Background: an optimization exercise with open tools, aiming at small area and a short achievable clock period. Do not read the settings as production practice.
Only simulation tests tie the RTL to the original design; equivalence was not proved.
The clock port is modelled as an ideal driver; clocking choices that lean on that would not hold on a real chip.
Power figures rest on the tool's default switching activity, not on a simulated workload.

<file path="design.v">
package sync_ram_fifo_pkg;
    localparam int FIFO_DEF_DATA_WIDTH = 8;
    localparam int FIFO_DEF_DEPTH      = 256;
    localparam int FIFO_AFULL_MARGIN   = 4;
    localparam int FIFO_DEF_AEMPTY_LVL = 4;
    localparam int FIFO_MIN_DEPTH      = 4;
    function automatic bit is_pow2(input int v);
        is_pow2 = (v > 0) && ((v & (v - 1)) == 0);
    endfunction
endpackage
module fifo_mem #(
    parameter int DATA_WIDTH = 8,
    parameter int DEPTH      = 256
) (
    input  logic                     clk,
    input  logic                     rst,
    input  logic                     we,
    input  logic [(1 << ($clog2(DEPTH) / 2))-1:0]                   wlo_n,
    input  logic [(1 << ($clog2(DEPTH) - $clog2(DEPTH) / 2))-1:0]   whi_n,
    input  logic [DATA_WIDTH-1:0]    wdata,
    input  logic                     re,
    input  logic [(1 << ($clog2(DEPTH) / 2))-1:0]                   rlo_n,
    input  logic [(1 << ($clog2(DEPTH) - $clog2(DEPTH) / 2))-1:0]   rhi_n,
    output logic [DATA_WIDTH-1:0]    rdata
);
    localparam int AW = $clog2(DEPTH);
    localparam int NG = (DEPTH + 2) / 3;
    localparam int LW = AW / 2;
    localparam int NL = 1 << LW;
    logic [DATA_WIDTH-1:0] mem [DEPTH];
    logic [DATA_WIDTH-1:0] rdata_q;
    logic [DATA_WIDTH-1:0] rword;
    logic [DEPTH-1:0]      rsel;
    logic [DEPTH-1:0]      wsel;
    logic [DATA_WIDTH-1:0] slice_n [NG];
    always_comb begin
        for (int i = 0; i < DEPTH; i++) begin
            wsel[i] = we && !(wlo_n[i % NL] || whi_n[i / NL]);
        end
    end
    always_ff @(posedge clk) begin
        for (int i = 0; i < DEPTH; i++) begin
            if (wsel[i]) begin
                mem[i] <= wdata;
            end
        end
    end
    always_comb begin
        for (int i = 0; i < DEPTH; i++) begin
            rsel[i] = !(rlo_n[i % NL] || rhi_n[i / NL]);
        end
    end
    for (genvar g = 0; g < NG; g++) begin : g_slice
        for (genvar b = 0; b < DATA_WIDTH; b++) begin : g_bit
            if (3 * g + 2 < DEPTH) begin : g_three
                fifo_aoi3 u_aoi (
                    .d ({mem[3*g+2][b], mem[3*g+1][b], mem[3*g][b]}),
                    .s (rsel[3*g +: 3]),
                    .y (slice_n[g][b])
                );
            end else if (3 * g + 1 < DEPTH) begin : g_two
                fifo_aoi2 u_aoi (
                    .d ({mem[3*g+1][b], mem[3*g][b]}),
                    .s (rsel[3*g +: 2]),
                    .y (slice_n[g][b])
                );
            end else begin : g_one
                fifo_aoi1 u_aoi (
                    .d (mem[3*g][b]),
                    .s (rsel[3*g]),
                    .y (slice_n[g][b])
                );
            end
        end
    end
    always_comb begin
        rword = '0;
        for (int g = 0; g < NG; g++) begin
            rword = rword | ~slice_n[g];
        end
    end
    always_ff @(posedge clk) begin
        if (rst) begin
            rdata_q <= '0;
        end else if (re) begin
            rdata_q <= rword;
        end
    end
    assign rdata = rdata_q;
endmodule
module fifo_aoi3 (
    input  logic [2:0] d,
    input  logic [2:0] s,
    output logic       y
);
    assign y = ~|(d & s);
endmodule
module fifo_aoi2 (
    input  logic [1:0] d,
    input  logic [1:0] s,
    output logic       y
);
    assign y = ~|(d & s);
endmodule
module fifo_aoi1 (
    input  logic d,
    input  logic s,
    output logic y
);
    assign y = ~(d & s);
endmodule
module sync_ram_fifo
#(
    parameter int DATA_WIDTH = sync_ram_fifo_pkg::FIFO_DEF_DATA_WIDTH,
    parameter int DEPTH      = sync_ram_fifo_pkg::FIFO_DEF_DEPTH,
    parameter int AFULL_LVL  = DEPTH - sync_ram_fifo_pkg::FIFO_AFULL_MARGIN,
    parameter int AEMPTY_LVL = sync_ram_fifo_pkg::FIFO_DEF_AEMPTY_LVL
) (
    input  logic                       clk,
    input  logic                       rst,
    input  logic                       wr_en,
    input  logic [DATA_WIDTH-1:0]      data_in,
    input  logic                       rd_en,
    output logic [DATA_WIDTH-1:0]      data_out,
    output logic                       full,
    output logic                       empty,
    output logic [$clog2(DEPTH):0]     count,
    output logic                       overflow,
    output logic                       underflow
    ,
    output logic                       almost_full,
    output logic                       almost_empty
);
    localparam int AW = $clog2(DEPTH);
    localparam int PW = AW + 1;
    if (!sync_ram_fifo_pkg::is_pow2(DEPTH) || DEPTH < sync_ram_fifo_pkg::FIFO_MIN_DEPTH ||
        AFULL_LVL < 0 || AFULL_LVL > DEPTH ||
        AEMPTY_LVL < 0 || AEMPTY_LVL > DEPTH) begin : g_bad_cfg
        $error("sync_ram_fifo: illegal DEPTH or threshold");
    end
    localparam int LW = AW / 2;
    localparam int HW = AW - LW;
    localparam int NL = 1 << LW;
    localparam int NH = 1 << HW;
    logic [NL-1:0] wr_lo_nq;
    logic [NH-1:0] wr_hi_nq;
    logic [NL-1:0] rd_lo_nq;
    logic [NH-1:0] rd_hi_nq;
    logic [PW-1:0] cnt_q;
    logic          full_q;
    logic          empty_q;
    logic          afull_q;
    logic          aempty_q;
    logic          overflow_q;
    logic          underflow_q;
    logic          wr_ok;
    logic          rd_ok;
    logic          inc;
    logic          dec;
    always_comb begin
        wr_ok = wr_en && !full_q;
        rd_ok = rd_en && !empty_q;
        inc   = wr_ok && !rd_ok;
        dec   = rd_ok && !wr_ok;
    end
    always_ff @(posedge clk) begin
        if (rst) begin
            wr_lo_nq    <= {{(NL-1){1'b1}}, 1'b0};
            wr_hi_nq    <= {{(NH-1){1'b1}}, 1'b0};
            rd_lo_nq    <= {{(NL-1){1'b1}}, 1'b0};
            rd_hi_nq    <= {{(NH-1){1'b1}}, 1'b0};
            cnt_q       <= '0;
            full_q      <= 1'b0;
            empty_q     <= 1'b1;
            afull_q     <= 1'b0;
            aempty_q    <= 1'b1;
            overflow_q  <= 1'b0;
            underflow_q <= 1'b0;
        end else begin
            if (wr_ok) wr_lo_nq <= {wr_lo_nq[NL-2:0], wr_lo_nq[NL-1]};
            if (wr_ok && !wr_lo_nq[NL-1]) wr_hi_nq <= {wr_hi_nq[NH-2:0], wr_hi_nq[NH-1]};
            if (rd_ok) rd_lo_nq <= {rd_lo_nq[NL-2:0], rd_lo_nq[NL-1]};
            if (rd_ok && !rd_lo_nq[NL-1]) rd_hi_nq <= {rd_hi_nq[NH-2:0], rd_hi_nq[NH-1]};
            if (inc) begin
                cnt_q    <= cnt_q + 1'b1;
                full_q   <= (cnt_q == PW'(DEPTH - 1));
                empty_q  <= 1'b0;
                afull_q  <= (cnt_q >= PW'(AFULL_LVL - 1));
                aempty_q <= (cnt_q <= PW'(AEMPTY_LVL - 1));
            end else if (dec) begin
                cnt_q    <= cnt_q - 1'b1;
                full_q   <= 1'b0;
                empty_q  <= (cnt_q == PW'(1));
                afull_q  <= (cnt_q >= PW'(AFULL_LVL + 1));
                aempty_q <= (cnt_q <= PW'(AEMPTY_LVL + 1));
            end
            overflow_q  <= wr_en && full_q;
            underflow_q <= rd_en && empty_q;
        end
    end
    assign count     = cnt_q;
    assign full      = full_q;
    assign empty     = empty_q;
    assign overflow  = overflow_q;
    assign underflow = underflow_q;
    assign almost_full  = afull_q;
    assign almost_empty = aempty_q;
    fifo_mem #(
        .DATA_WIDTH (DATA_WIDTH),
        .DEPTH      (DEPTH)
    ) u_mem (
        .clk   (clk),
        .rst   (rst),
        .we    (!full_q),
        .wlo_n (wr_lo_nq),
        .whi_n (wr_hi_nq),
        .wdata (data_in),
        .re    (rd_ok),
        .rlo_n (rd_lo_nq),
        .rhi_n (rd_hi_nq),
        .rdata (data_out)
    );
endmodule
</file>
<file path="flow/run.sh">
#!/bin/bash
# Standard layout, with one hook: fanout.tcl (before the placement-stage
# repair) caps net fanout.
set -euo pipefail
here=$(pwd)
bash standard.sh PRE_RESIZE_TCL="$here/flow/fanout.tcl" finish \
  > "$here/standard_flow.log" 2>&1
</file>
<file path="flow/fanout.tcl">
# PRE_RESIZE hook: cap the fanout of every signal net, so that the
# placement-stage repair splits the data_in distribution (256 loads per bit)
# into buffer trees of small nets.
set_max_fanout 24 [current_design]
</file>
<file path="standard.sh">
#!/bin/bash
# synth_recipe.tcl (not shown) runs the flow's synth.tcl, then flattens the netlist and writes it again
# the make line also repeats each setting of config.mk as NAME=value (left out here)
make -C /OpenROAD-flow-scripts/flow DESIGN_CONFIG=/design/flow/config.mk WORK_HOME=/design/flow/orfs CLKGATE_MAP_FILE= SYNTH_SCRIPT=/design/flow/synth_recipe.tcl "${@:-finish}"
</file>
<file path="config.mk">
export PLATFORM = sky130hd
export DESIGN_NAME = sync_ram_fifo
export DESIGN_NICKNAME = sync_ram_fifo
export VERILOG_FILES = /design/flow/design.v
export SDC_FILE = /design/flow/constraint.sdc
export NUM_CORES = 4
export LEC_CHECK = 0
export CAP_MARGIN = 20
export CORE_MARGIN = 2
export CORE_UTILIZATION = 30
export CTS_CLUSTER_DIAMETER = 150
export CTS_CLUSTER_SIZE = 25
export PLACE_DENSITY = 0.7
export SETUP_SLACK_MARGIN = 3.8
export SLEW_MARGIN = 20
export SYNTH_HIERARCHICAL = 1
export SYNTH_MINIMUM_KEEP_SIZE = 0
</file>
<file path="constraint.sdc">
create_clock -name core_clock -period 6.0 [get_ports {clk}]
set_input_delay 1.2000 -clock core_clock [delete_from_list [all_inputs] [get_ports {clk}]]
set_output_delay 1.2000 -clock core_clock [all_outputs]
set_load 0.01 [all_outputs]
</file>
==> results of run 1 <==
[Yosys stat by module, one instance, submodules excluded, excerpt]
| module | flops+latches | cells inside | cell area [sq um] | copies in the design |
|---|---|---|---|---|
| sync_ram_fifo | 79 | 359 | 3280 | 1 |
| fifo_aoi1 | 0 | 1 | 3.75 | 8 |
| fifo_aoi3 | 0 | 1 | 10.0 | 680 |
[power breakdown]
part	total, W	internal [W]	switching (W)
clock network	0.00734	0.00301	0.00433
registers	0.0167	0.0166	0.000162
logic	0.00164	0.000476	0.00116
[flip-flops by register name (all words and copies together), names as in the netlist, 8 cells and up]
name and cells:
rd_hi_nq 16, u_mem.mem 2048, wr_lo_nq 16, rd_lo_nq 16, u_mem.rdata_q 8, wr_hi_nq 16, cnt_q 9
[layout by cell type, fill, tap and decap left out, drive strengths merged, types with 3 or more instances in the layout]
| cell | count |
|---|---|
| edfxtp | 2048 |
| nand3b | 30 |
| o21ai | 5 |
| nand2b | 14 |
| clkbuf | 195 |
| xnor2 | 3 |
| clkdlybuf4s18 | 3 |
| o21bai | 9 |
| nand4 | 172 |
| nor2b | 32 |
| clkdlybuf4s15 | 11 |
| dfxtp | 87 |
| a211o | 30 |
| buf | 241 |
| nand3 | 10 |
| diode | 3 |
| nor4 | 41 |
| or2b | 5 |
| inv | 9 |
| a21oi | 13 |
| clkinv | 3 |
| nand2 | 80 |
| a222oi | 680 |
| nor2 | 540 |
| dlymetal6s2s | 9 |
| and4 | 10 |
| ha | 5 |
| a31oi | 8 |
[cells by family (layout without fill, tap and decap cells)]
kind of cell    Yosys count  in the layout
simple gates            944            945
buf+inv                 166            475
other cells               0              3
flops                  2135           2135
mux                       3              3
compound gates          752            752
fa+ha+maj                 5              5
xor+xnor                  5              5
[what timing repair did]
action | in CTS | in global routing
cloned | 2 | 0
pin swaps | 77 | 47
setup endpoints to repair | 3699 | 2174
gates resized for setup | 702 | 349
buffers inserted | 54 | 50
[worst paths after layout]
kind | from | endpoint | slack (ns) | cells past startpoint
setup reg to reg | rd_hi_nq[2] | u_mem.rdata_q[6] | 3.17 | 7
hold / removal | wr_lo_nq[0] | wr_lo_nq[0] | 0.48 | 2
hold reg to reg | wr_lo_nq[0] | wr_lo_nq[0] | 0.48 | 2
setup / recovery | rd_hi_nq[2] | u_mem.rdata_q[6] | 3.17 | 7
[worst max-delay path, cell delays in order (launching register included)]
cell and delay (ns):
dfxtp_4 0.40, buf_12 0.14, nor2_4 0.05, a222oi_1 0.66
nand4_2 0.34, nor4_4 0.62, and4_4 0.37, a31oi_1 0.10
[metal layers]
| metal | wire, um | part of all wire |
|---|---|---|
| met1 | 76300 | 0.35 |
| met2 | 101000 | 0.46 |
| met3 | 30300 | 0.14 |
| met4 | 12100 | 0.055 |
| met5 | 13 | 0.000059 |
[through the flow]
stage / setup TNS, ns / instance area, sq um / hold WS, ns / total power, W
floorplan: 0 / 76100 / 0.438 / 0.0175
global placement: 0 / 80400 / 0.457 / 0.0182
detailed placement: -143.24 / 81500 / 0.467 / 0.0184
CTS: 0 / 85700 / 0.478 / 0.0256
global route: 0 / 86500 / 0.508 / 0.0263
finish: 0 / 86500 / 0.478 / 0.0257
[layout make-up]
class | instances | area, sq um
well taps | 3348 | 4190
inverters | 8 | 46.3
clock inverters | 5 | 66.3
multi-input cells | 1710 | 13100
flip-flops and latches | 2135 | 63400
fillers | 23000 | 165000
clock buffers | 155 | 2600
diodes | 3 | 7.51
repair buffers | 307 | 3120
==> results.yml, run 1 <==
run_status:
  outcome: "finished clean"
clock_network:
  cts_buffers: 95
  h-tree-depth: 3
  cts_max_path_buffers: 3
  cts_tree: "done"
  clock_latency_ns: 0.78
  path_clk_slew_ns: 0.10
  cts.sinks: 2135
  clk_root_buffer_cell: "clkbuf_16"
  cts_hold_buf: 0
synthesis:
  yosysTopAreaCellShare: 0.809
  syn-instance-count: 4010
  syn_nets: 4027
  syn_avg_cell_area_sq_um: 18.9
  synth-simple-area-share: 0.0587
  synth-seq-cells: 2135
  netlist_top_cells_count: "edfxtp_1 (2,048), a222oi_1 (680), nor2_1 (537)"
  ys_types: 52
  post-synth-top-count-cell: "edfxtp_1"
  synth_warnings: 11
  ys_seq_area_frac: 0.832
  synth.mux.area_fraction: 0.000478
  synth_edf_count: 2048
  async_reset_ff_frac: 0
  ys.flop_type: "edfxtp_1"
  yosys.area_share.adder: 0.000823
  syn_area_sq_um: 76000
  synth_top_family_by_area: "compound AO/OA/AOI/OAI gates"
  yosys-top-cells-area: "edfxtp_1 (81%), a222oi_1 (9.0%), nor2_1 (2.7%)"
  yosysTopAreaCell: "edfxtp_1"
  synth_compound_area_frac: 0.0967
  synth-xor-area-share: 0.000576
routing:
  drtPass1Iterations: 15
  first_iter_violations: 11100
  drc_errors: 0
  wl_per_cell_um: 28.7
  vias: 45100
  viasPerCell: 5.88
  routed_wl_um: 220000
  drtAntennaViolNets: 0
grt:
  grt_pass1_vias: 42400
  grt.total_usage: 0.163
  busiest_layer: "met2"
  gr-usage-met1: 0.215
  grtUsageMet2: 0.254
  grt_pass1_wl_um: 309000
  grt_max_degree: 27
  grt.met3_usage: 0.0367
  grt-ovfl-total: 0
  antenna_found_initial: 8
floorplanning:
  initial_core_util: 0.302
  die-area_sq_um: 257000
  io_pins: 35
  core_area_sq_um: 252000
  rows: 184
  die_w_um: 507
  die_y_um: 507
timing:
  timing.clock.skew_ns: 0.0599
  rsz0062_at_grt: "true"
  timing.final.ws_setup_ns: 3.17
  period_minus_slack_ns: 2.83
  finalSetupViolations: 0
  post-route-period-util: 0.471
  fmax_mhz: 354
  finalHoldViolations: 0
  slew_headroom: 0.0553
  worst_slew_pin_slew_ns: 1.42
  slew_violations: 0
hold_path:
  hold_class: "reg2reg"
setup_path:
  cp.required_ns: 6.64
  arrival_ns: 3.46
  endpoint_kind: "flip-flop"
  cp_max_fo: 5
  crit_type: "reg2reg"
  critPathLaunchType: "flip-flop"
layout:
  area_delta_synth_final_pct: 13.9
  drive_gt1_frac: 0.168
  final_core_util: 0.344
  final_nets: 4274
  stdcell_count: 7671
flow_run:
  max_cap_viol_count: 0
power:
  power.leakage_nw: 25.8
  peakVddDrop_mv: 0.234
  powerDensity_nw_per_um2: 297
placed_design:
  dpl.hpwl_um: 142000
  gp_congestion: 0.925
  detailedPlace.worstSlack_ns: -1.29
  port_buffers: 34
  place_inst: 7402
==> inputs of run 2 (changes only) <==
--- a/design.v
+++ b/design.v
@@ -23,2 +23,4 @@
     input  logic [(1 << ($clog2(DEPTH) - $clog2(DEPTH) / 2))-1:0]   rhi_n,
+    input  logic [(1 << ($clog2(DEPTH) / 2))-1:0]                   rlo2_n,
+    input  logic [(1 << ($clog2(DEPTH) - $clog2(DEPTH) / 2))-1:0]   rhi2_n,
     output logic [DATA_WIDTH-1:0]    rdata
@@ -29,2 +31,3 @@
     localparam int NL = 1 << LW;
+    localparam int NH = 1 << (AW - LW);
     logic [DATA_WIDTH-1:0] mem [DEPTH];
@@ -49,3 +52,4 @@
         for (int i = 0; i < DEPTH; i++) begin
-            rsel[i] = !(rlo_n[i % NL] || rhi_n[i / NL]);
+            rsel[i] = !(((i / NL) < NH / 2 ? rlo_n[i % NL] : rlo2_n[i % NL]) ||
+                        ((i % NL) < NL / 2 ? rhi_n[i / NL] : rhi2_n[i / NL]));
         end
@@ -148,2 +152,4 @@
     logic [NH-1:0] rd_hi_nq;
+    logic [NL-1:0] rd_lo_nq2;
+    logic [NH-1:0] rd_hi_nq2;
     logic [PW-1:0] cnt_q;
@@ -171,2 +177,4 @@
             rd_hi_nq    <= {{(NH-1){1'b1}}, 1'b0};
+            rd_lo_nq2   <= {{(NL-1){1'b1}}, 1'b0};
+            rd_hi_nq2   <= {{(NH-1){1'b1}}, 1'b0};
             cnt_q       <= '0;
@@ -183,2 +191,4 @@
             if (rd_ok && !rd_lo_nq[NL-1]) rd_hi_nq <= {rd_hi_nq[NH-2:0], rd_hi_nq[NH-1]};
+            if (rd_ok) rd_lo_nq2 <= {rd_lo_nq2[NL-2:0], rd_lo_nq2[NL-1]};
+            if (rd_ok && !rd_lo_nq2[NL-1]) rd_hi_nq2 <= {rd_hi_nq2[NH-2:0], rd_hi_nq2[NH-1]};
             if (inc) begin
@@ -220,2 +230,4 @@
         .rhi_n (rd_hi_nq),
+        .rlo2_n(rd_lo_nq2),
+        .rhi2_n(rd_hi_nq2),
         .rdata (data_out)
==> flow/run.sh (replaced) <==
#!/bin/bash
# Standard layout, with two hooks:
#  - fanout.tcl (before the placement-stage repair) caps net fanout;
#  - ring_skew.tcl (after CTS) moves the pointer-ring registers onto a short
#    clock branch, then runs the CTS-stage timing repair skipped in cts.tcl.
set -euo pipefail
here=$(pwd)
bash standard.sh SKIP_CTS_REPAIR_TIMING=1 \
  PRE_RESIZE_TCL="$here/flow/fanout.tcl" \
  POST_CTS_TCL="$here/flow/ring_skew.tcl" finish \
  > "$here/standard_flow.log" 2>&1
==> flow/ring_skew.tcl (new file) <==
# POST_CTS hook. The one-cold read-pointer rings (rd lo/hi, two copies) only launch
# register-to-register paths (read select into the read register, write
# select into the storage enables) and capture from their own requests, so
# they are clocked from short branches off the clock root: one clkbuf_16
# per cluster of at most 8 ring registers. Then the CTS-stage timing repair
# (skipped in cts.tcl) runs here.
set block [ord::get_db_block]
set root_net ""
set root_inst [$block findInst clkbuf_0_clk]
if {$root_inst eq "NULL" || $root_inst eq ""} { error "ring_skew: no clock root buffer clkbuf_0_clk" }
foreach it [$root_inst getITerms] {
  if {[$it isOutputSignal]} { set root_net [$it getNet] }
}
if {$root_net eq ""} { error "ring_skew: clock root buffer has no output net" }
set items {}
foreach inst [$block getInsts] {
  if {[regexp {^rd_(lo|hi)_nq2?\\?\[} [$inst getName]]} {
    set b [$inst getBBox]
    lappend items [list [$b xMin] [$b yMin] $inst]
  }
}
puts "ring_skew: [llength $items] ring registers"
if {[llength $items] == 0} { error "ring_skew: no ring registers found" }
set master [[ord::get_db] findMaster sky130_fd_sc_hd__clkbuf_16]
set GRP 8
# split along the longer side at the median until each group has <= GRP
proc ring_split {items grp} {
  if {[llength $items] <= $grp} { return [list $items] }
  set xs [lsort -integer [lmap it $items {lindex $it 0}]]
  set ys [lsort -integer [lmap it $items {lindex $it 1}]]
  set dx [expr {[lindex $xs end] - [lindex $xs 0]}]
  set dy [expr {[lindex $ys end] - [lindex $ys 0]}]
  set k [expr {$dx >= $dy ? 0 : 1}]
  set items [lsort -integer -index $k $items]
  set h [expr {[llength $items] / 2}]
  return [concat [ring_split [lrange $items 0 [expr {$h - 1}]] $grp] \
                 [ring_split [lrange $items $h end] $grp]]
}
set groups [ring_split $items $GRP]
set ng [llength $groups]
for {set g 0} {$g < $ng} {incr g} {
  set grp [lindex $groups $g]
  set sx 0
  set sy 0
  foreach it $grp {
    incr sx [lindex $it 0]
    incr sy [lindex $it 1]
  }
  set cx [expr {$sx / [llength $grp]}]
  set cy [expr {$sy / [llength $grp]}]
  set buf [odb::dbInst_create $block $master "clkbuf_ring_$g"]
  $buf setLocation $cx $cy
  $buf setPlacementStatus PLACED
  set net [odb::dbNet_create $block "clknet_ring_$g"]
  $net setSigType CLOCK
  [$buf findITerm A] connect $root_net
  [$buf findITerm X] connect $net
  foreach it $grp {
    set ck [[lindex $it 2] findITerm CLK]
    $ck disconnect
    $ck connect $net
  }
}
puts "ring_skew: $ng ring clock buffers"

detailed_placement
estimate_parasitics -placement
repair_timing_helper
detailed_placement
check_placement -verbose
report_clock_latency
report_worst_slack
--- a/config.mk
+++ b/config.mk
@@ -11,3 +11,3 @@
 export CTS_CLUSTER_DIAMETER = 150
-export CTS_CLUSTER_SIZE = 25
+export CTS_CLUSTER_SIZE = 20
 export PLACE_DENSITY = 0.7
==> run 2 against run 1 <==
Compared with the run above: sequential power about the same; power increased by 6.6%; largest cell class unchanged; flip-flop and latch count increased by 32; global-route usage increased by 0.18 points.
==> results.yml, run 2 <==
routing:
  wl_per_cell_um: 28.9
  drtPass1Iterations: 15
  drc_errors: 0
  viasPerCell: 5.88
  vias: 46000
  drtAntennaViolNets: 0
  routed_wl_um: 227000
  first_iter_violations: 11200
setup_path:
  endpoint_kind: "flip-flop"
  r2r-end: "u_mem.rdata_q[6]"
  critPathLaunchType: "flip-flop"
  cp.required_ns: 6.75
  cp_max_fo: 1
  crit_type: "reg2reg"
  r2r_start: "u_mem.mem[210][6]"
  r2r_cells: 4
  arrival_ns: 3.42
  rrSetupSlack_ns: 3.32
power:
  power.leakage_nw: 26.3
  powerDensity_nw_per_um2: 311
  peakVddDrop_mv: 0.295
run_status:
  outcome: "finished clean"
grt:
  grt_pass1_wl_um: 319000
  grt_pass1_vias: 43400
  grt.total_usage: 0.165
  antenna_found_initial: 8
  grt-ovfl-total: 0
  grt_max_degree: 25
timing:
  timing.clock.skew_ns: 0.395
  slew_headroom: 0.0664
  period_minus_slack_ns: 2.68
  finalHoldViolations: 0
  timing.final.ws_setup_ns: 3.32
  whs_ns: 0.456
  post-route-period-util: 0.446
  slew_violations: 0
  fmax_mhz: 374
  finalSetupViolations: 0
  rsz0062_at_grt: "true"
  worst_slew_pin_slew_ns: 1.40
synthesis:
  yosysTopAreaCell: "edfxtp_1"
  syn_nets: 4154
  post-synth-top-count-cell: "edfxtp_1"
  synth_edf_count: 2048
  ys.flop_type: "edfxtp_1"
  synth-seq-cells: 2167
  async_reset_ff_frac: 0
  yosys-top-cells-area: "edfxtp_1 (80%), a222oi_1 (8.8%), dfxtp_1 (3.1%)"
  syn_avg_cell_area_sq_um: 18.6
  netlist_top_cells_count: "edfxtp_1 (2,048), a222oi_1 (680), nor2_1 (534)"
  ys_types: 53
  ys_seq_area_frac: 0.829
  synth_warnings: 11
  syn-instance-count: 4137
  yosysTopAreaCellShare: 0.798
  syn_area_sq_um: 77100
layout:
  drive_gt1_frac: 0.160
  final_area_sq_um: 88100
  area_delta_synth_final_pct: 14.3
  largest_register_ffs: 2048
  fillCellCount: 23500
  layout.cells.most_common: "edfxtp_1"
  layout.cells.most_common_list: "edfxtp_1 (2,048), a222oi_1 (680), nor2_1 (340), nor2_2 (169), nand4_1 (168)"
  final_nets: 4370
  top_register: "u_mem.mem"
floorplanning:
  initial_core_util: 0.301
  rows: 186
  core_area_sq_um: 256000
  die_w_um: 511
  die_y_um: 511
  io_pins: 35
  die-area_sq_um: 261000
placed_design:
  detailedPlace.worstSlack_ns: -1.08
  placed_area_sq_um: 82700
  port_buffers: 34
  dpl.hpwl_um: 147000
  gp_congestion: 0.872
hold_path:
  hold_class: "reg2reg"
  min_path_cells: 2
  whs_endpoint: "underflow_q"
  hold_path.startpoint: "empty_q"
clock_network:
  clock_latency_ns: 0.90
  cts.sinks: 2167
  path_clk_slew_ns: 0.08
  cts_tree: "done"
flow_run:
  max_cap_viol_count: 0
==> run 2: cell count changes after synthesis, sizes merged, moves of 3 or more <==
cell	change
nor2	-4
nand2	+33
or3	+3
nand3b	+15
o21ai	+3
clkbuf	+13
dfxtp	+32
nor2b	+13
a211o	+15
==> run 2: power breakdown <==
part / internal (W) / switching (W) / leakage (nW)
logic: 0.000451 / 0.00112 / 5.09
clock network: 0.00401 / 0.00480 / 1.75
registers: 0.0168 / 0.000229 / 19.5
total: 0.0212 / 0.00615 / 26.3
==> run 2: critical path: stages, from the launching register on <==
cell	delay, ns
edfxtp_1	0.37
a222oi_1	0.81
nand4_1	0.71
nor4_4	0.47
a31oi_1	0.16
==> run 2: metrics by stage <==
| step | power [W] | setup TNS, ns | utilization | cells |
|---|---|---|---|---|
| floorplan | 0.0177 | 0 | - | 4137 |
| global placement | 0.0185 | 0 | 0.318 | 7450 |
| detailed placement | 0.0187 | -176.21 | 0.323 | 7562 |
| global route | 0.0280 | 0 | 0.344 | 7834 |
| finish | 0.0274 | 0 | 0.344 | 7837 |
==> run 2: cell type report, clock buffers not listed <==
cell class / instances / area [sq um] / share of cell area
timing repair buffer: 257 / 2580 / 0.0293
clock inverter: 9 / 179 / 0.00203
inverter: 9 / 55.1 / 0.000625
antenna: 4 / 10.0 / 0.000114
tap: 3384 / 4230 / 0.0481
sequential: 2167 / 64100 / 0.727
multi-input combinational: 1791 / 13500 / 0.153
buffer: 8 / 200 / 0.00227
==> run 2: cell families after synthesis <==
logic type                 Yosys count  synth area share
adders and majority gates            5          0.000811
DFF                               2167             0.829
and+or+nand+nor                   1002            0.0615
AOI/OAI and AO/OA                  777            0.0979
muxes                                2          0.000276
xor gates and xnor gates             5          0.000568
buffers and inverters              179            0.0104
==> run 2: routing by layer <==
metal  up-vias  track usage  wire length, um
met5         -            0               29
met4         4       0.0811            12200
met3       578       0.0363            30100
met2      3994        0.262           105000
met1     23100        0.214            78800
li1      18400            -                -
==> run 2: modules after synthesis, one instance, submodules excluded, excerpt <==
| module | cell area (sq um) | flip-flops and latches |
|---|---|---|
| sync_ram_fifo | 4400 | 111 |
| fifo_aoi1 | 3.75 | 0 |
| fifo_aoi3 | 10.0 | 0 |
==> run 2: worst max path at each step <==
stage,from,end,slack (ns),cells past startpoint
floorplan,wr_en,cnt_q[7],3.19,9
global placement,wr_en,cnt_q[7],2.10,8
detailed placement,data_in[2],u_mem.mem[78][2],-1.08,5
global route,u_mem.rdata_q[1],data_out[1],3.35,1
finish,u_mem.mem[210][6],u_mem.rdata_q[6],3.32,4
==> inputs of run 3 (changes only) <==
--- a/config.mk
+++ b/config.mk
@@ -12,3 +12,3 @@
 export CTS_CLUSTER_SIZE = 20
-export PLACE_DENSITY = 0.7
+export PLACE_DENSITY = 0.6
 export SETUP_SLACK_MARGIN = 3.8
==> run 3 against run 2 <==
Compared with the run above: flip-flop and latch count is the same; critical path type unchanged; setup slack worse by 0.062 ns; via count decreased by 1.6%; combinational power about the same; sequential share of layout area shrank 0.18 points; largest cell class unchanged; critical path depth up 3; final cell count barely moved; wire length up 3.6%.
==> results.yml, run 3 <==
power:
  peakVddDrop_mv: 0.263
  power.leakage_nw: 26.3
  powerDensity_nw_per_um2: 310
floorplanning:
  io_pins: 35
  die_y_um: 511
  core_area_sq_um: 256000
  die_w_um: 511
  die-area_sq_um: 261000
  initial_core_util: 0.301
  rows: 186
layout:
  layout.cells.most_common_list: "edfxtp_1 (2,048), a222oi_1 (680), nor2_1 (285), nor2_2 (195), nand4_1 (168)"
  top_register: "u_mem.mem"
  stdcell_count: 7830
  largest_register_ffs: 2048
  final_nets: 4357
  drive_gt1_frac: 0.167
  final_core_util: 0.345
  layout.cells.most_common: "edfxtp_1"
  area_delta_synth_final_pct: 14.6
clock_network:
  cts_tree: "done"
  cts.sinks: 2167
  path_clk_slew_ns: 0.08
  clock_latency_ns: 0.89
synthesis:
  ys_seq_area_frac: 0.829
  ys_types: 53
  yosysTopAreaCellShare: 0.798
  yosysTopAreaCell: "edfxtp_1"
  synth_warnings: 11
  async_reset_ff_frac: 0
  syn_avg_cell_area_sq_um: 18.6
  syn_area_sq_um: 77100
  synth_edf_count: 2048
  synth-seq-cells: 2167
  post-synth-top-count-cell: "edfxtp_1"
  ys.flop_type: "edfxtp_1"
  syn-instance-count: 4137
  yosys-top-cells-area: "edfxtp_1 (80%), a222oi_1 (8.8%), dfxtp_1 (3.1%)"
  syn_nets: 4154
  netlist_top_cells_count: "edfxtp_1 (2,048), a222oi_1 (680), nor2_1 (534)"
timing:
  finalSetupViolations: 0
  worst_slew_pin_slew_ns: 1.41
  slew_headroom: 0.0554
  slew_violations: 0
  period_minus_slack_ns: 2.74
  rsz0062_at_grt: "true"
  timing.clock.skew_ns: 0.382
  fmax_mhz: 365
  post-route-period-util: 0.456
  finalHoldViolations: 0
routing:
  viasPerCell: 5.79
  drtPass1Iterations: 15
  routed_wl_um: 235000
  first_iter_violations: 10400
  drtAntennaViolNets: 0
  drc_errors: 0
  vias: 45300
  wl_per_cell_um: 30.0
setup_path:
  cpMaxStageDelayCell: "a222oi_1"
  cp_max_fo: 8
  arrival_ns: 3.49
  endpoint_kind: "flip-flop"
  path_delay_family: "simple AND/OR/NAND/NOR gates"
  cp.required_ns: 6.75
  crit_path_max_incr_delay_ns: 0.88
  critPathLaunchType: "flip-flop"
  crit_type: "reg2reg"
  path_cells: "buf_8, nor2_2, a222oi_1, nand4_1, nor4_4, and4_1, a31oi_2"
  crit_buf_inv: 1
placed_design:
  gp_congestion: 0.846
  place_inst: 7554
  port_buffers: 34
  dpl.hpwl_um: 153000
grt:
  grt.total_usage: 0.172
  grt_max_degree: 25
  grt_pass1_vias: 42600
  antenna_found_initial: 14
  grt-ovfl-total: 0
  grt_pass1_wl_um: 327000
flow_run:
  max_cap_viol_count: 0
hold_path:
  hold_class: "reg2reg"
run_status:
  outcome: "finished clean"
run 3: worst paths after layout:
kind	slack [ns]	depth (start not counted)	start	to
max	3.26	7	rd_lo_nq2[8]	u_mem.rdata_q[6]
min	0.47	2	wr_lo_nq[0]	wr_lo_nq[0]
max reg2reg	3.26	7	rd_lo_nq2[8]	u_mem.rdata_q[6]
min reg2reg	0.47	2	wr_lo_nq[0]	wr_lo_nq[0]
run 3: cell families after synthesis:
logic type,count (synthesis),synth area share
mux,2,0.000276
simple gates,1002,0.0615
flops,2167,0.829
compound gates,777,0.0979
buf+inv,179,0.0104
fa+ha+maj,5,0.000811
xor+xnor,5,0.000568
run 3: Yosys stat by module (local to each module, per instance), excerpt:
module         flops+latches  area, sq um
sync_ram_fifo            111         4400
fifo_aoi3                  0         10.0
fifo_aoi1                  0         3.75
run 3: area by class of cell, clock buffers not listed:
type	count	area (sq um)
fillers	23700	168000
flip-flops and latches	2167	64100
multi-input cells	1791	13800
well taps	3384	4230
repair buffers	245	2530
plain buffers	8	200
clock inverters	6	109
inverters	9	52.6
diodes	5	12.5
run 3: metal layers:
metal  global-route usage  wire length [um]
met5                    0                50
met4               0.0653              9050
met3               0.0319             26200
met2                0.279            111000
met1                0.229             88200
run 3: stage by stage:
| step | TNS, ns | worst slack (ns) | hold WS (ns) | instance area [sq um] | power (W) |
|---|---|---|---|---|---|
| detailed placement | -142.91 | -1.26 | 0.463 | 82600 | 0.0187 |
| floorplan | 0 | 3.19 | 0.439 | 77200 | 0.0177 |
| finish | 0 | 3.26 | 0.475 | 88300 | 0.0274 |
| global placement | 0 | 1.44 | 0.459 | 81600 | 0.0186 |
| global route | 0 | 3.28 | 0.501 | 88300 | 0.0281 |
run 3: report_power, final:
group          total (W)  leakage, nW  switching, W  internal, W
logic            0.00158         5.09       0.00114     0.000439
registers         0.0170         19.5      0.000229       0.0168
clock network    0.00883         1.73       0.00482      0.00401
run 3: worst min-delay path: cells and delay by family (launching register included):
kind               cells  cell delay (ns)
and+or+nand+nor        1             0.05
DFF                    1             0.33
AOI/OAI and AO/OA      1             0.05
==> inputs of run 4 (changes only) <==
--- a/design.v
+++ b/design.v
@@ -23,4 +23,2 @@
     input  logic [(1 << ($clog2(DEPTH) - $clog2(DEPTH) / 2))-1:0]   rhi_n,
-    input  logic [(1 << ($clog2(DEPTH) / 2))-1:0]                   rlo2_n,
-    input  logic [(1 << ($clog2(DEPTH) - $clog2(DEPTH) / 2))-1:0]   rhi2_n,
     output logic [DATA_WIDTH-1:0]    rdata
@@ -31,3 +29,2 @@
     localparam int NL = 1 << LW;
-    localparam int NH = 1 << (AW - LW);
     logic [DATA_WIDTH-1:0] mem [DEPTH];
@@ -52,4 +49,3 @@
         for (int i = 0; i < DEPTH; i++) begin
-            rsel[i] = !(((i / NL) < NH / 2 ? rlo_n[i % NL] : rlo2_n[i % NL]) ||
-                        ((i % NL) < NL / 2 ? rhi_n[i / NL] : rhi2_n[i / NL]));
+            rsel[i] = !(rlo_n[i % NL] || rhi_n[i / NL]);
         end
@@ -152,4 +148,2 @@
     logic [NH-1:0] rd_hi_nq;
-    logic [NL-1:0] rd_lo_nq2;
-    logic [NH-1:0] rd_hi_nq2;
     logic [PW-1:0] cnt_q;
@@ -177,4 +171,2 @@
             rd_hi_nq    <= {{(NH-1){1'b1}}, 1'b0};
-            rd_lo_nq2   <= {{(NL-1){1'b1}}, 1'b0};
-            rd_hi_nq2   <= {{(NH-1){1'b1}}, 1'b0};
             cnt_q       <= '0;
@@ -191,4 +183,2 @@
             if (rd_ok && !rd_lo_nq[NL-1]) rd_hi_nq <= {rd_hi_nq[NH-2:0], rd_hi_nq[NH-1]};
-            if (rd_ok) rd_lo_nq2 <= {rd_lo_nq2[NL-2:0], rd_lo_nq2[NL-1]};
-            if (rd_ok && !rd_lo_nq2[NL-1]) rd_hi_nq2 <= {rd_hi_nq2[NH-2:0], rd_hi_nq2[NH-1]};
             if (inc) begin
@@ -230,4 +220,2 @@
         .rhi_n (rd_hi_nq),
-        .rlo2_n(rd_lo_nq2),
-        .rhi2_n(rd_hi_nq2),
         .rdata (data_out)
--- a/flow/ring_skew.tcl
+++ b/flow/ring_skew.tcl
@@ -1,2 +1,2 @@
-# POST_CTS hook. The one-cold read-pointer rings (rd lo/hi, two copies) only launch
+# POST_CTS hook. The one-cold pointer rings (rd/wr lo/hi) only launch
 # register-to-register paths (read select into the read register, write
@@ -16,3 +16,3 @@
 foreach inst [$block getInsts] {
-  if {[regexp {^rd_(lo|hi)_nq2?\\?\[} [$inst getName]]} {
+  if {[regexp {^(rd|wr)_(lo|hi)_nq\\?\[} [$inst getName]]} {
     set b [$inst getBBox]
==> run 4 against run 3 <==
Compared with the run above: global-route usage shrank 0.096 points; sequential power hardly changed; clock power shrank 2%; combinational power is essentially flat; clock skew up 0.0046 ns; sequential share of layout area up 0.19 points; wire length is 2.3% lower; power shrank 1.6%; synthesized cell count shrank 3.1%; largest cell class unchanged.
==> results.yml, run 4 <==
run_status:
  outcome: "finished clean"
floorplanning:
  core_area_sq_um: 252000
  io_pins: 35
  die_w_um: 507
  initial_core_util: 0.302
  rows: 184
  die_y_um: 507
  die-area_sq_um: 257000
layout:
  largest_register_ffs: 2048
  final_nets: 4279
  fillCellCount: 23300
  layout.cells.most_common_list: "edfxtp_1 (2,048), a222oi_1 (680), nor2_1 (345), nand4_1 (170), nor2_2 (168)"
  top_register: "u_mem.mem"
  drive_gt1_frac: 0.163
  final_area_sq_um: 87200
  layout.cells.most_common: "edfxtp_1"
  area_delta_synth_final_pct: 14.7
timing:
  slew_violations: 0
  slew_headroom: 0.160
  finalSetupViolations: 0
  period_minus_slack_ns: 2.66
  finalHoldViolations: 0
  rsz0062_at_grt: "true"
  timing.clock.skew_ns: 0.386
  timing.final.ws_setup_ns: 3.34
  post-route-period-util: 0.443
  worst_slew_pin_slew_ns: 1.26
  fmax_mhz: 376
  tns_ns: 0
grt:
  antenna_found_initial: 7
  grt_max_degree: 25
  grt.total_usage: 0.171
  grt_pass1_vias: 42300
  grt-ovfl-total: 0
  grt_pass1_wl_um: 319000
synthesis:
  post-synth-top-count-cell: "edfxtp_1"
  synth_warnings: 11
  synth-seq-cells: 2135
  ys_seq_area_frac: 0.832
  syn_avg_cell_area_sq_um: 18.9
  ys.flop_type: "edfxtp_1"
  async_reset_ff_frac: 0
  syn_nets: 4027
  yosysTopAreaCell: "edfxtp_1"
  ys_types: 52
  yosys-top-cells-area: "edfxtp_1 (81%), a222oi_1 (9.0%), nor2_1 (2.7%)"
  syn_area_sq_um: 76000
  yosysTopAreaCellShare: 0.809
  synth_edf_count: 2048
  netlist_top_cells_count: "edfxtp_1 (2,048), a222oi_1 (680), nor2_1 (537)"
  syn-instance-count: 4010
placed_design:
  detailedPlace.worstSlack_ns: -0.363
  gp_congestion: 0.854
  port_buffers: 34
  placed_area_sq_um: 81500
  dpl.hpwl_um: 147000
hold_path:
  hold_class: "reg2reg"
  min_path_cells: 2
routing:
  wl_met1_um: 87300
  routed_wl_um: 229000
  route.met3.wl_um: 25800
  top_layer: "met5"
  drtAntennaViolNets: 0
  wl_per_cell_um: 29.8
  wl_met2_um: 108000
  drc_errors: 0
  first_iter_violations: 9838
  drtPass1Iterations: 14
  viasPerCell: 5.75
  vias: 44200
setup_path:
  r2r_cells: 7
  critPathLaunchType: "flip-flop"
  cp_max_fo: 8
  arrival_ns: 3.41
  crit_type: "reg2reg"
  endpoint_kind: "flip-flop"
  cp.required_ns: 6.75
power:
  powerDensity_nw_per_um2: 309
  peakVddDrop_mv: 0.298
  report.power.total_w: 0.0270
  power.leakage_nw: 26.0
clock_network:
  cts.sinks: 2135
  clock_latency_ns: 0.90
  path_clk_slew_ns: 0.08
  cts_tree: "done"
flow_run:
  max_cap_viol_count: 0
-- run 4: cell count changes after synthesis, moves of 13 or more --
cell	delta
a211o_1	-15
clkbuf_1	-13
dfxtp_1	-32
nand2_1	-33
nand3b_1	-15
nor2b_1	-13
-- run 4: logic make-up (layout without fill, tap and decap cells) --
family / count (synthesis) / count (layout) / share of synthesized area
fa+ha+maj: 5 / 5 / 0.000823
simple gates: 944 / 945 / 0.0587
buf+inv: 166 / 498 / 0.0104
other cells: 0 / 2 / 0
compound gates: 752 / 752 / 0.0967
flops: 2135 / 2135 / 0.832
xor+xnor: 5 / 5 / 0.000576
mux: 3 / 3 / 0.000477
-- run 4: cell type report, clock buffers not listed --
class                   count  area [sq um]  area share
repair buffers            283          2930      0.0336
plain buffers               8           200     0.00230
diodes                      2          5.00   0.0000574
multi-input cells        1710         13100       0.150
inverters                   8          46.3    0.000531
clock inverters             8           150     0.00172
well taps                3348          4190      0.0481
flip-flops and latches   2135         63400       0.727
-- run 4: worst max-delay path, stage by stage (launching register included) --
cell and delay, ns:
dfxtp_4 0.48, buf_4 0.20, nor2_1 0.17, a222oi_1 0.40, nand4_1 0.41, nor4_4 0.69
and4_4 0.43, a31oi_2 0.09
-- run 4: through the flow --
stage	hold slack (ns)	instances	utilization
2_1_floorplan	0.438	4010	-
3_3_place_gp	0.455	7295	0.320
3_5_place_dp	0.471	7402	0.324
5_1_grt	0.500	7691	0.346
6_report	0.477	7693	0.346
-- run 4: metal layers --
layer / GRT usage / up-vias
met5: 0 / -
met4: 0.0617 / 4
met3: 0.0314 / 387
met2: 0.273 / 2998
met1: 0.232 / 22800
li1: - / 18000
-- run 4: final timing paths --
check | end | start | slack, ns
max reg2reg | u_mem.rdata_q[7] | rd_lo_nq[11] | 3.34
min reg2reg | wr_lo_nq[13] | wr_lo_nq[12] | 0.48
min | wr_lo_nq[13] | wr_lo_nq[12] | 0.48
max | u_mem.rdata_q[7] | rd_lo_nq[11] | 3.34
-- run 4: where the power goes --
group | switching [W] | total (W) | leakage [nW] | internal [W]
clock | 0.00478 | 0.00865 | 1.68 | 0.00388
sequential | 0.000154 | 0.0167 | 19.2 | 0.0166
combinational | 0.00115 | 0.00161 | 5.08 | 0.000456
-- run 4: per-module statistics from Yosys (local to each module, per instance), a selection --
module,times used,flip-flops and latches
sync_ram_fifo,1,79
fifo_aoi3,680,0
fifo_aoi1,8,0
==> inputs of run 5 (changes only) <==
--- a/config.mk
+++ b/config.mk
@@ -13,3 +13,3 @@
 export PLACE_DENSITY = 0.6
-export SETUP_SLACK_MARGIN = 3.8
+export SETUP_SLACK_MARGIN = 3.5
 export SLEW_MARGIN = 20
==> run 5 against run 4 <==
Compared with the run above: still clean on timing, DRC and antenna; fmax up 1.8%; largest cell class unchanged; synthesized area did not move; highest routed layer unchanged; register-to-register slack improved by 0.06 ns; critical endpoint is now data_out[6]; cell area is 0.67% lower; first-iteration DRC count rose by 0.63%; setup slack improved by 0.046 ns; via count is 0.47% higher; sequential share of layout area grew 0.48 points; sequential power barely moved; clock power decreased by 0.6%; hold slack lost 0.0011 ns.
==> results.yml, run 5 <==
setup_path:
  cp_max_fo: 2
  crit_type: "reg2out"
  arrival_ns: 1.41
  critPathLaunchType: "flip-flop"
  endpoint_kind: "primary output"
  cpMaxStageDelayCell: "dfxtp_4"
  crit_path_max_incr_delay_ns: 0.44
  cp.required_ns: 4.80
  path_delay_family: "flip-flops"
  crit_buf_inv: 1
  path_cells: "buf_6"
clock_network:
  clock_latency_ns: 0.87
  cts.sinks: 2135
  path_clk_slew_ns: 0.08
  cts_tree: "done"
synthesis:
  ys.flop_type: "edfxtp_1"
  ys_seq_area_frac: 0.832
  yosysTopAreaCellShare: 0.809
  yosysTopAreaCell: "edfxtp_1"
  syn-instance-count: 4010
  yosys-top-cells-area: "edfxtp_1 (81%), a222oi_1 (9.0%), nor2_1 (2.7%)"
  synth_edf_count: 2048
  syn_nets: 4027
  netlist_top_cells_count: "edfxtp_1 (2,048), a222oi_1 (680), nor2_1 (537)"
  post-synth-top-count-cell: "edfxtp_1"
  synth_warnings: 11
  syn_area_sq_um: 76000
  async_reset_ff_frac: 0
  syn_avg_cell_area_sq_um: 18.9
  synth-seq-cells: 2135
  ys_types: 52
floorplanning:
  die_y_um: 507
  die-area_sq_um: 257000
  initial_core_util: 0.302
  io_pins: 35
  rows: 184
  die_w_um: 507
  core_area_sq_um: 252000
routing:
  wl_per_cell_um: 29.5
  drc_errors: 0
  vias: 44400
  drtAntennaViolNets: 0
  viasPerCell: 5.78
  routed_wl_um: 227000
  drtPass1Iterations: 14
  first_iter_violations: 9900
placed_design:
  dpl.hpwl_um: 146000
  placed_area_sq_um: 81400
  gp_congestion: 0.838
  port_buffers: 34
layout:
  top_register: "u_mem.mem"
  layout.cells.most_common: "edfxtp_1"
  final_nets: 4276
  ff_latch_area_sq_um: 63400
  final_area_sq_um: 86600
  layout.cells.most_common_list: "edfxtp_1 (2,048), a222oi_1 (680), nor2_1 (473), nand4_1 (170)"
  drive_gt1_frac: 0.129
  diodes: 0
  multi_input_area_sq_um: 12600
  area_delta_synth_final_pct: 13.9
  fillCellCount: 23400
  largest_register_ffs: 2048
timing:
  period_minus_slack_ns: 2.61
  finalSetupViolations: 0
  tns_ns: 0
  timing.clock.skew_ns: 0.356
  fmax_mhz: 383
  slew_violations: 0
  rsz0062_at_grt: "true"
  worst_slew_pin_slew_ns: 1.26
  post-route-period-util: 0.436
  slew_headroom: 0.158
  finalHoldViolations: 0
power:
  powerDensity_nw_per_um2: 311
  peakVddDrop_mv: 0.283
  power.leakage_nw: 26.0
flow_run:
  max_cap_viol_count: 0
grt:
  antenna_found_initial: 10
  grt_pass1_wl_um: 317000
  grt_max_degree: 25
  grt.total_usage: 0.169
  grt-ovfl-total: 0
  grt_pass1_vias: 42300
hold_path:
  hold_class: "reg2reg"
run_status:
  outcome: "finished clean"
[run 5: kinds of logic (layout without fill, tap and decap cells)]
logic type	after synthesis	after routing	synth area share
buffers and inverters	166	495	0.0104
muxes	3	3	0.000477
and+or+nand+nor	944	945	0.0587
adders and majority gates	5	5	0.000823
DFF	2135	2135	0.832
xor gates and xnor gates	5	5	0.000576
AOI/OAI and AO/OA	752	752	0.0967
[run 5: metal layers]
metal,GRT usage,wire length [um]
met1,0.235,86800
met2,0.267,106000
met3,0.0266,25100
met4,0.0633,9180
met5,0,40
[run 5: cell type report, clock buffers not listed]
class | count | area share
Sequential cell | 2135 | 0.732
Multi-Input combinational cell | 1710 | 0.145
Tap cell | 3348 | 0.0484
Timing Repair Buffer | 280 | 0.0330
Buffer | 8 | 0.00231
Clock inverter | 5 | 0.000708
Inverter | 8 | 0.000593
[run 5: where the power goes]
group          switching [W]  leakage [nW]  internal, W
logic                0.00112          5.12     0.000454
registers           0.000161          19.2       0.0166
clock network        0.00467          1.68      0.00393
[run 5: tightest hold or removal path: cells and delay by family, from the launching register on]
family | cells | cell delay, ns
DFF | 1 | 0.32
AOI/OAI and AO/OA | 1 | 0.05
and+or+nand+nor | 1 | 0.06
[run 5: metrics by stage]
step	cells	power, W	utilization	setup WS [ns]	hold slack [ns]
after detailed placement	7396	0.0184	0.324	-1.27	0.457
after global routing	7688	0.0276	0.344	3.37	0.493
after floorplan	4010	0.0175	-	3.08	0.438
after global placement	7292	0.0183	0.320	1.76	0.464
final	7688	0.0269	0.344	3.39	0.476
[run 5: worst paths after layout]
check / startpoint / endpoint / slack (ns) / depth (start not counted)
setup / recovery: u_mem.rdata_q[6] / data_out[6] / 3.39 / 1
hold / removal: wr_lo_nq[0] / wr_lo_nq[0] / 0.48 / 2
setup reg to reg: rd_lo_nq[4] / u_mem.rdata_q[6] / 3.40 / 7
hold reg to reg: wr_lo_nq[0] / wr_lo_nq[0] / 0.48 / 2
[run 5: modules after synthesis, one instance, submodules excluded, a selection]
module,copies in the design,flip-flops and latches,area (sq um),cells inside
fifo_aoi1,8,0,3.75,1
fifo_aoi3,680,0,10.0,1
sync_ram_fifo,1,79,3280,359

port drivers added, routing unchanged:
The results above use ideal ports. As a check the final layouts listed here were re-extracted and re-timed, cells and wires unchanged.
Step 1, drivers: a clkbuf_16 drives clk and a buf_2 each remaining input, both assumed.
Step 2, shift: input delay + t, output delay - t, t = (earliest + latest rising clock arrival at the registers) / 2. This alone moves slack from input paths to output paths.
Slacks: no drivers / after step 1 / after step 2; pairs: no drivers / after step 1.
| run | t (ns) | setup WS [ns] | clock arrival spread, ns | cell pins on the clock port's net |
|---|---|---|---|---|
| run 1 | 0.822 | 3.173 / 3.173 / 2.630 | 0.064 / 0.063 | 1 |
| run 2 | 0.797 | 3.325 / 3.274 / 2.941 | 0.402 / 0.402 | 1 |
| run 3 | 0.782 | 3.262 / 3.262 / 2.895 | 0.387 / 0.387 | 1 |
| run 4 | 0.785 | 3.340 / 3.278 / 2.662 | 0.388 / 0.388 | 1 |
| run 5 | 0.761 | 3.386 / 3.314 / 2.755 | 0.356 / 0.357 | 1 |
In run 2, run 3, run 4 and run 5 the clock reaches the registers at very different times; t lies between them, and the last value is a rough guide only. The setup slack of run 4, which loses most, moves by -0.062 ns with the drivers and by -0.678 ns with both steps.
